This is an optimization exercise on Yosys and OpenROAD, whose aim is small area, not a production implementation.
Where RTL was checked, it was by simulation tests only, not by an equivalence proof against the original.

// synthCore
module synthCore
(
	input logic MAX10_CLK2_50,
	input logic rstN,
	input logic sampleTick,
	input logic [25:0] cfg,
	output logic signed [15:0] sampleOut,
	output logic sampleValid
);
clock: 10.0 ns
lec_check: 0
cap_margin: 20
core_margin: 2
core_utilization: 40
slew_margin: 20
run.sh (not shown) runs the stock make flow with config.mk's settings and CLKGATE_MAP_FILE= SYNTH_SCRIPT=/design/flow/synth_recipe.tcl, a recipe that flattens the netlist after the stock synthesis.
The first run produced a layout that fails on negative setup slack.
Then changed:
--- a/flow/design.v
+++ b/flow/design.v
@@ -317,49 +317,15 @@
 	wire c216 = (s213 & c210) | (s213 & c212) | (c210 & c212);
 	wire s217 = ns4 ^ ag[31] ^ pp4_16;
 	wire c218 = (ns4 & ag[31]) | (ns4 & pp4_16) | (ag[31] & pp4_16);
 	wire s219 = s217 ^ c214 ^ c216;
 	wire c220 = (s217 & c214) | (s217 & c216) | (c214 & c216);
 	wire s221 = ci12 ^ c218 ^ c220;
 	wire c222 = (ci12 & c218) | (ci12 & c220) | (c218 & c220);
-	wire is223 = s103 ^ 1'b0;
-	wire ip224 = 1'b0 & s103;
-	wire is225 = s113 ^ ip224;
-	wire ip226 = ip224 & s113;
-	wire is227 = s123 ^ ip226;
-	wire ip228 = ip226 & s123;
-	wire is229 = s133 ^ ip228;
-	wire ip230 = ip228 & s133;
-	wire is231 = s143 ^ ip230;
-	wire ip232 = ip230 & s143;
-	wire is233 = s153 ^ ip232;
-	wire ip234 = ip232 & s153;
-	wire is235 = s163 ^ ip234;
-	wire ip236 = ip234 & s163;
-	wire is237 = s173 ^ ip236;
-	wire ip238 = ip236 & s173;
-	wire ic239 = ip238;
-	wire is240 = s183 ^ ic239;
-	wire ip241 = ic239 & s183;
-	wire is242 = s191 ^ ip241;
-	wire ip243 = ip241 & s191;
-	wire is244 = s199 ^ ip243;
-	wire ip245 = ip243 & s199;
-	wire is246 = s205 ^ ip245;
-	wire ip247 = ip245 & s205;
-	wire is248 = s211 ^ ip247;
-	wire ip249 = ip247 & s211;
-	wire is250 = s215 ^ ip249;
-	wire ip251 = ip249 & s215;
-	wire is252 = s219 ^ ip251;
-	wire ip253 = ip251 & s219;
-	wire is254 = s221 ^ ip253;
-	wire ip255 = ip253 & s221;
-	wire ic256 = ip255;
-	assign sum = {is254, is252, is250, is248, is246, is244, is242, is240, is237, is235, is233, is231, is229, is227, is225, is223, s93, s83, s73, s63, s55, s47, s41, s35, s31, s27, s25, s23, s21, s19, s17, s15, s13};
+	assign sum = {s221, s219, s215, s211, s205, s199, s191, s183, s173, s163, s153, s143, s133, s123, s113, s103, s93, s83, s73, s63, s55, s47, s41, s35, s31, s27, s25, s23, s21, s19, s17, s15, s13};
 endmodule
 `default_nettype wire
 `timescale 1ns/10ps
 `default_nettype none
 module synthCore
 (
 	input logic MAX10_CLK2_50,
- The new run finished with negative setup slack left
- setup slack gets better by 0.039 ns
- clock skew fell by 0.0066 ns
- area after synthesis stays flat
- wire length fell by 0.50%
- non-clock buffer count rose by 7
- critical path depth fell by 2
No functional check of the RTL was part of any run of this note.


Another version of the RTL of synthCore (not shown whole).
==> module synthCore, before the edit <==
module synthCore
(
	input logic MAX10_CLK2_50,
	input logic rstN,
	input logic sampleTick,
	input logic [25:0] cfg,
	output logic signed [15:0] sampleOut,
	output logic sampleValid
);
	logic [3:0][3:0] notes;
	logic [3:0][1:0] waves;
	logic [15:0] amp;
	logic rtV;
	logic [1:0] rtIdx;
	logic [3:0][7:0] ph;
	logic [2:0] st;
	logic [1:0] sw;
	logic lastF;
	logic [32:0] acc;
	wire wrV = cfg[25] & ~cfg[24];
	wire wrA = cfg[25] & cfg[24];
	always_ff @(posedge MAX10_CLK2_50 or negedge rstN) begin
		if (!rstN) begin
			notes <= '0;
			waves <= '0;
			amp <= '0;
			rtV <= 1'b0;
		end else begin
			rtV <= wrV;
			if (wrV) begin
				notes[cfg[23:22]] <= cfg[21:18];
				waves[cfg[23:22]] <= cfg[17:16];
			end
			if (wrA) amp <= cfg[15:0];
		end
	end
	always_ff @(posedge MAX10_CLK2_50) rtIdx <= cfg[23:22];
	wire [1:0] vi = st[1:0];
	wire enV = st[2];
	wire [1:0] tIdx = st[1:0] - 2'd1;
	wire tV = (st[2] & (st[1:0] != 2'd0)) | (st == 3'b000);
	wire [1:0] sIdx = {lastF | ~st[1], lastF | st[0]};
	wire sV = lastF | (st[2] & st[1]) | (st == 3'b000);
	wire [1:0] rot = sV ? sIdx : 2'd0;
	logic pzT, pzS;
	wire [7:0] sp = ph[0];
	wire [7:0] phNext = (pzS | (rtV && rtIdx == sIdx)) ? 8'd0 : (sp + {4'b0, notes[sIdx]} + 8'd1);
	wire [1:0] zSlot = rtIdx - rot - {1'b0, sV};
	wire zEn = rtV && !(enV && rtIdx == vi) && !(tV && rtIdx == tIdx);
	always_ff @(posedge MAX10_CLK2_50 or negedge rstN) begin
		if (!rstN) begin
			ph <= '0;
		end else begin
			for (int k = 0; k < 4; k++) begin
				if (zEn && zSlot == 2'(k)) ph[k] <= '0;
				else if (sV) ph[k] <= (k == 3) ? phNext : ph[(k + 1) % 4];
			end
		end
	end
	always_ff @(posedge MAX10_CLK2_50) begin
		pzT <= rtV && rtIdx == vi;
		pzS <= pzT | (rtV && rtIdx == tIdx);
		sw <= waves[tIdx];
	end
	logic [7:0] x;
	logic sn;
	logic [4:0] one, two, neg;
	wire isSq = (sw == 2'd2);
	wire isTri = (sw == 2'd3);
	always_comb begin
		case (sw)
			2'd1: begin x = {~sp[7], sp[6:0]}; sn = 1'b0; end
			2'd2: begin x = 8'h80; sn = ~sp[7]; end
			2'd3: begin x = {~sp[6], sp[5:0], 1'b0}; sn = sp[7]; end
			default: begin x = 8'h00; sn = 1'b0; end
		endcase
		one[0] = isSq;
		two[0] = isTri & sp[7];
		neg[0] = (isSq & ~sp[7]) | (isTri & sp[7]);
		for (int i = 0; i < 4; i++) begin
			logic b2, b1, b0;
			b2 = x[2*i+1];
			b1 = x[2*i];
			b0 = (i == 0) ? 1'b0 : x[2*i-1];
			one[i+1] = b1 ^ b0;
			two[i+1] = (b2 & ~b1 & ~b0) | (~b2 & b1 & b0);
			neg[i+1] = b2 ^ sn;
		end
	end
	wire [32:0] sum;
	localparam logic [32:0] frameBias = 33'h157f80000;
	wire first = (st == 3'b110);
	wire [32:0] ag = first ? frameBias : acc;
	voiceMixer mac (
		.A(amp),
		.one(one),
		.two(two),
		.neg(neg),
		.ag(ag),
		.sum(sum)
	);
	always_ff @(posedge MAX10_CLK2_50) acc <= sum;
	always_ff @(posedge MAX10_CLK2_50 or negedge rstN) begin
		if (!rstN) begin
			st <= 3'b001;
			lastF <= 1'b0;
			sampleValid <= 1'b0;
			sampleOut <= '0;
		end else begin
			if (st[2]) st <= {~&st[1:0], st[1:0] + 2'd1};
			else st <= sampleTick ? 3'b100 : 3'b001;
			lastF <= (st == 3'b000);
			sampleValid <= lastF;
			if (lastF) sampleOut <= sum[32:17];
		end
	end
endmodule
export LEC_CHECK = 0
export CAP_MARGIN = 20
export CORE_MARGIN = 2
export CORE_UTILIZATION = 60
export CTS_BUF_LIST = sky130_fd_sc_hd__clkbuf_8
export SLEW_MARGIN = 20
export BUFFER_PORTS_ARGS = -buffer_cell sky130_fd_sc_hd__buf_1
export CTS_ARGS = -sink_clustering_enable -repair_clock_nets -dont_use_dummy_load -buf_list {sky130_fd_sc_hd__clkbuf_4 sky130_fd_sc_hd__clkbuf_8}
create_clock -name core_clock -period 10.0 [get_ports {MAX10_CLK2_50}]
standard.sh (not shown) runs the stock make flow with config.mk's settings and CLKGATE_MAP_FILE= SYNTH_SCRIPT=/design/flow/synth_recipe.tcl, a recipe that flattens the netlist after the stock synthesis.
==> flow/flow/run.sh <==
#!/bin/bash
# The standard layout (standard.sh) with these changes:
# - synthesis: the standard flow's synthesis script, except that the final ABC mapping
#   uses flow/abc_area.script (area-oriented amap mapping, no upsizing) instead of
#   ORFS's speed script; registers are not touched;
# - after synthesis, fapol.py picks each full adder's polarity (a full adder
#   is self-dual) so the netlist needs fewer inverters, and turns half adders
#   with one output in use into plain gates;
# - the port buffers are the smallest buffer cell;
# - clock tree synthesis inserts no dummy loads.
# Each tool's output goes to a log file here: synth.log, fapol.log, flow.log.
set -euo pipefail
W=$(pwd)
cat >> config.mk <<'EOC'
export BUFFER_PORTS_ARGS = -buffer_cell sky130_fd_sc_hd__buf_1
export CTS_ARGS = -sink_clustering_enable -repair_clock_nets -dont_use_dummy_load -buf_list {sky130_fd_sc_hd__clkbuf_4 sky130_fd_sc_hd__clkbuf_8}
EOC
{
  head -n 1 synth_recipe.tcl
  echo "proc abc {args} { set i [lsearch \$args -script]; if {\$i >= 0} { lset args [expr {\$i + 1}] $W/flow/abc_area.script }; yosys abc {*}\$args }"
  tail -n +2 synth_recipe.tcl
} > own_synth.tcl
sed "s#$W/synth_recipe.tcl#$W/own_synth.tcl#" standard.sh > own_standard.sh
grep -q own_synth.tcl own_standard.sh
bash own_standard.sh synth > synth.log 2>&1
R=orfs/results/sky130hd/synthCore/base
cp $R/1_2_yosys.v $R/1_2_yosys.orig.v
python3 flow/fapol.py $R/1_2_yosys.orig.v $R/1_2_yosys.v > fapol.log 2>&1
rm -f $R/1_synth.odb
bash own_standard.sh finish > flow.log 2>&1
Other scripts of this flow, unchanged in this note and not shown: flow/flow/abc_area.script, flow/flow/fapol.py
==> next run, changes <==
--- a/flow/design.v
+++ b/flow/design.v
@@ -362,10 +362,11 @@
 	logic [15:0] amp;
 	logic rtV;
 	logic [1:0] rtIdx;
 	logic [3:0][7:0] ph;
 	logic [2:0] st;
+	logic [7:0] sp;
 	logic [1:0] sw;
 	logic lastF;
 	logic [32:0] acc;
 	wire wrV = cfg[25] & ~cfg[24];
 	wire wrA = cfg[25] & cfg[24];
@@ -387,31 +388,29 @@
 	always_ff @(posedge MAX10_CLK2_50) rtIdx <= cfg[23:22];
 	wire [1:0] vi = st[1:0];
 	wire enV = st[2];
 	wire [1:0] tIdx = st[1:0] - 2'd1;
 	wire tV = (st[2] & (st[1:0] != 2'd0)) | (st == 3'b000);
-	wire [1:0] sIdx = {lastF | ~st[1], lastF | st[0]};
-	wire sV = lastF | (st[2] & st[1]) | (st == 3'b000);
-	wire [1:0] rot = sV ? sIdx : 2'd0;
-	logic pzT, pzS;
-	wire [7:0] sp = ph[0];
-	wire [7:0] phNext = (pzS | (rtV && rtIdx == sIdx)) ? 8'd0 : (sp + {4'b0, notes[sIdx]} + 8'd1);
-	wire [1:0] zSlot = rtIdx - rot - {1'b0, sV};
-	wire zEn = rtV && !(enV && rtIdx == vi) && !(tV && rtIdx == tIdx);
+	wire [1:0] rot = tV ? tIdx : 2'd0;
+	logic pzT;
+	wire [7:0] phSel = ph[0];
+	wire [7:0] phNext = (pzT | (rtV && rtIdx == tIdx)) ? 8'd0 : (phSel + {4'b0, notes[tIdx]} + 8'd1);
+	wire [1:0] zSlot = rtIdx - rot - {1'b0, tV};
+	wire zEn = rtV && !(enV && rtIdx == vi);
 	always_ff @(posedge MAX10_CLK2_50 or negedge rstN) begin
 		if (!rstN) begin
 			ph <= '0;
 		end else begin
 			for (int k = 0; k < 4; k++) begin
 				if (zEn && zSlot == 2'(k)) ph[k] <= '0;
-				else if (sV) ph[k] <= (k == 3) ? phNext : ph[(k + 1) % 4];
+				else if (tV) ph[k] <= (k == 3) ? phNext : ph[(k + 1) % 4];
 			end
 		end
 	end
 	always_ff @(posedge MAX10_CLK2_50) begin
 		pzT <= rtV && rtIdx == vi;
-		pzS <= pzT | (rtV && rtIdx == tIdx);
+		sp <= phSel;
 		sw <= waves[tIdx];
 	end
 	logic [7:0] x;
 	logic sn;
 	logic [4:0] one, two, neg;
Worst setup slack is worse by 0.12 ns.
Register-to-register slack degrades by 0.12 ns.
Sequential share of layout area is higher by 0.96 points.
Fmax came out lower by 1.3%.
Wire length increases by 0.53%.
Synthesized area grows by 1.5%.
Final area climbs by 1.4%.
Clock-buffer cell count does not change.

afterwards: timing with drivers on the ports:
The results above use ideal ports. As a check the final layouts listed here were re-extracted and re-timed, cells and wires unchanged. Step 1, drivers: a clkbuf_16 drives MAX10_CLK2_50 and a buf_2 each remaining input, both assumed. Step 2 times the ports against the registers' clock, not the clock port: input delays grow and output delays shrink by t, the midpoint of the rising clock arrivals with the driver on. Slacks: no drivers / after step 1 / after step 2; pairs: no drivers / after step 1.
run	shift t [ns]	setup WS [ns]	pins driven straight from the clock port
the first run of note 1	0.482	-1.481 / -1.481 / -1.481	1
the second run of note 1	0.477	-1.442 / -1.442 / -1.442	1
the first run of note 2	0.484	0.918 / 0.918 / 0.918	1
the second run of note 2	0.485	0.802 / 0.802 / 0.802	1
